This design comes from an exercise in tuning for small area, a short achievable clock period and few clock cycles per item on the open sky130 flow, not from production work. The RTL was checked by simulation tests, not by an equivalence proof against the original design. Power is estimated from default activity; no workload was simulated.

==> run D <==
// mul_share_arbiter
module mul_share_arbiter #(
    parameter int DATAWIDTH = 64,
    parameter int LATENCY   = 3
) (
    input  logic                   Clk,
    input  logic                   Rst,
    input  logic [3:0]             Req,
    input  logic [4*DATAWIDTH-1:0] A,
    input  logic [4*DATAWIDTH-1:0] B,
    output logic [3:0]             Grant,
    output logic [3:0]             Done,
    output logic [DATAWIDTH-1:0]   Prod,
    output logic                   Busy
);
Settings: LEC_CHECK=0, ABC_AREA=1, CAP_MARGIN=20, CORE_MARGIN=2, CORE_UTILIZATION=40, SETUP_SLACK_MARGIN=5, SLEW_MARGIN=20, SYNTH_HIERARCHICAL=1; clock period 8.5 ns.
run.sh (not shown) runs the stock make flow with config.mk's settings and CLKGATE_MAP_FILE= SYNTH_SCRIPT=/design/flow/synth_recipe.tcl, a recipe that flattens the netlist after the stock synthesis.
==> run G (differences from run D) <==
--- a/flow/config.mk
+++ b/flow/config.mk
@@ -10,3 +10,4 @@
 export CORE_MARGIN = 2
-export CORE_UTILIZATION = 40
+export CORE_UTILIZATION = 60
+export PLACE_DENSITY = 0.7
 export SETUP_SLACK_MARGIN = 5
==> reports/metrics.cfg <==
[outcome]
status=finished clean

[floorplan]
tapCellCount=1368
die_h_um=323

[routing]
first_pass_iters=15

[cells_and_area]
clock_buffers=98
n_all_inverters=362

[timing]
finClkSkew_ns=0.0595

[grt]
grt_usage_pct=50.7

[end of results for run G]
==> reports/metrics.cfg <==
[floorplan]
die_h_um=395
tapCellCount=2030

[outcome]
status=finished clean

[grt]
grt_usage_pct=37.6

[timing]
finClkSkew_ns=0.0342

[cells_and_area]
n_all_inverters=364

[power_and_ir_drop]
p_sw_uw=1730

[end of results for run D]
Testbench counts of run D, summed over its fixed seeds: cycles 1,568, items 1,536.
Testbench counts of run G, summed over its fixed seeds: cycles 1,568, items 1,536.

* * *

==> ember <==
Another version of the RTL of mul_share_arbiter (not shown whole).
export LEC_CHECK = 0
export ABC_AREA = 1
export CAP_MARGIN = 60
export CORE_MARGIN = 2
export CORE_UTILIZATION = 40
export SETUP_SLACK_MARGIN = 5
export SLEW_MARGIN = 60
export SYNTH_HIERARCHICAL = 1
create_clock -name core_clock -period 8.5 [get_ports {Clk}]
standard.sh (not shown) runs the stock make flow with config.mk's settings and CLKGATE_MAP_FILE= SYNTH_SCRIPT=/design/flow/synth_recipe.tcl, a recipe that flattens the netlist after the stock synthesis.
==> flow/flow/run.sh <==
#!/bin/bash
set -euo pipefail
cd "$(dirname "$0")/.."
bash standard.sh "BUFFER_PORTS_ARGS=-buffer_cell sky130_fd_sc_hd__buf_1" \
    SETUP_SLACK_MARGIN=5.6 finish > standard.log 2>&1
==> yarrow (differences from ember) <==
CAP_MARGIN = 20   (was 60)
SLEW_MARGIN = 20   (was 60)
==> amber (differences from ember) <==
==> flow/run.sh (new file) <==
#!/bin/bash
# synth_recipe.tcl (not shown) runs the flow's synth.tcl, then flattens the netlist and writes it again
# the make line also repeats each setting of config.mk as NAME=value (left out here)
make -C /OpenROAD-flow-scripts/flow DESIGN_CONFIG=/design/flow/config.mk WORK_HOME=/design/flow/orfs CLKGATE_MAP_FILE= SYNTH_SCRIPT=/design/flow/synth_recipe.tcl finish
CAP_MARGIN = 20   (was 60)
SLEW_MARGIN = 20   (was 60)
removed: flow/flow/run.sh
removed: flow/standard.sh
==> raven (differences from ember) <==
CTS_BUF_LIST = sky130_fd_sc_hd__clkbuf_8   (was not set)
==> comparison <==
Of ember and raven, raven has the higher routed wire length (gap about 1%, measured against raven).
Sequential share of layout area: amber > yarrow > ember > raven.
Clock power is about the same in amber and yarrow.
Cell count: raven > yarrow > ember > amber.
Non-clock buffer count: raven > ember > yarrow > amber.
raven went through all stages and came out clean. amber finished with timing, DRC and antenna clean. yarrow completed, yet does not pass: capacitance limit, slew limit. ember ran to the end with no violations.
Testbench counts of ember, summed over its fixed seeds: cycles 1,568, items 1,536.
Testbench counts of yarrow, summed over its fixed seeds: cycles 1,568, items 1,536.
Testbench counts of amber, summed over its fixed seeds: cycles 1,568, items 1,536.
Testbench counts of raven, summed over its fixed seeds: cycles 1,568, items 1,536.

## separate check: timing with driven ports
The results above use ideal ports. As a check the final layouts listed here were re-extracted and re-timed, cells and wires unchanged.
Step 1 sets driving cells, clkbuf_16 on the clock port and buf_2 on the other inputs (assumed; they add their load-dependent delay and slew).
Step 2 also shifts input and output timing later by t, the mid clock arrival at the registers, as if the neighbouring blocks saw the same clock.
a / b / c = ideal ports / drivers / drivers and shift; a / b = the first two.
run	t, ns	slack for setup (ns)	hold WS [ns]	slew at the worst register clock pin (ns)	pins driven straight from the clock port
run D	0.798	4.936 / 4.936 / 4.272	0.313 / 0.313 / 0.313	0.07 / 0.07	1
run G	0.789	4.896 / 4.896 / 4.844	0.320 / 0.320 / 0.320	0.07 / 0.07	1
ember	0.785	5.457 / 5.410 / 5.357	0.319 / 0.319 / 0.319	0.08 / 0.08	1
yarrow	0.798	5.424 / 5.394 / 4.997	0.318 / 0.318 / 0.318	0.07 / 0.07	1
amber	0.776	4.931 / 4.931 / 4.680	0.319 / 0.319 / 0.319	0.08 / 0.08	1
raven	0.950	5.305 / 5.244 / 5.260	0.317 / 0.317 / 0.317	0.08 / 0.08	1
The setup slack of run D, which loses most, moves by 0.000 ns with the drivers and by -0.664 ns with both steps.
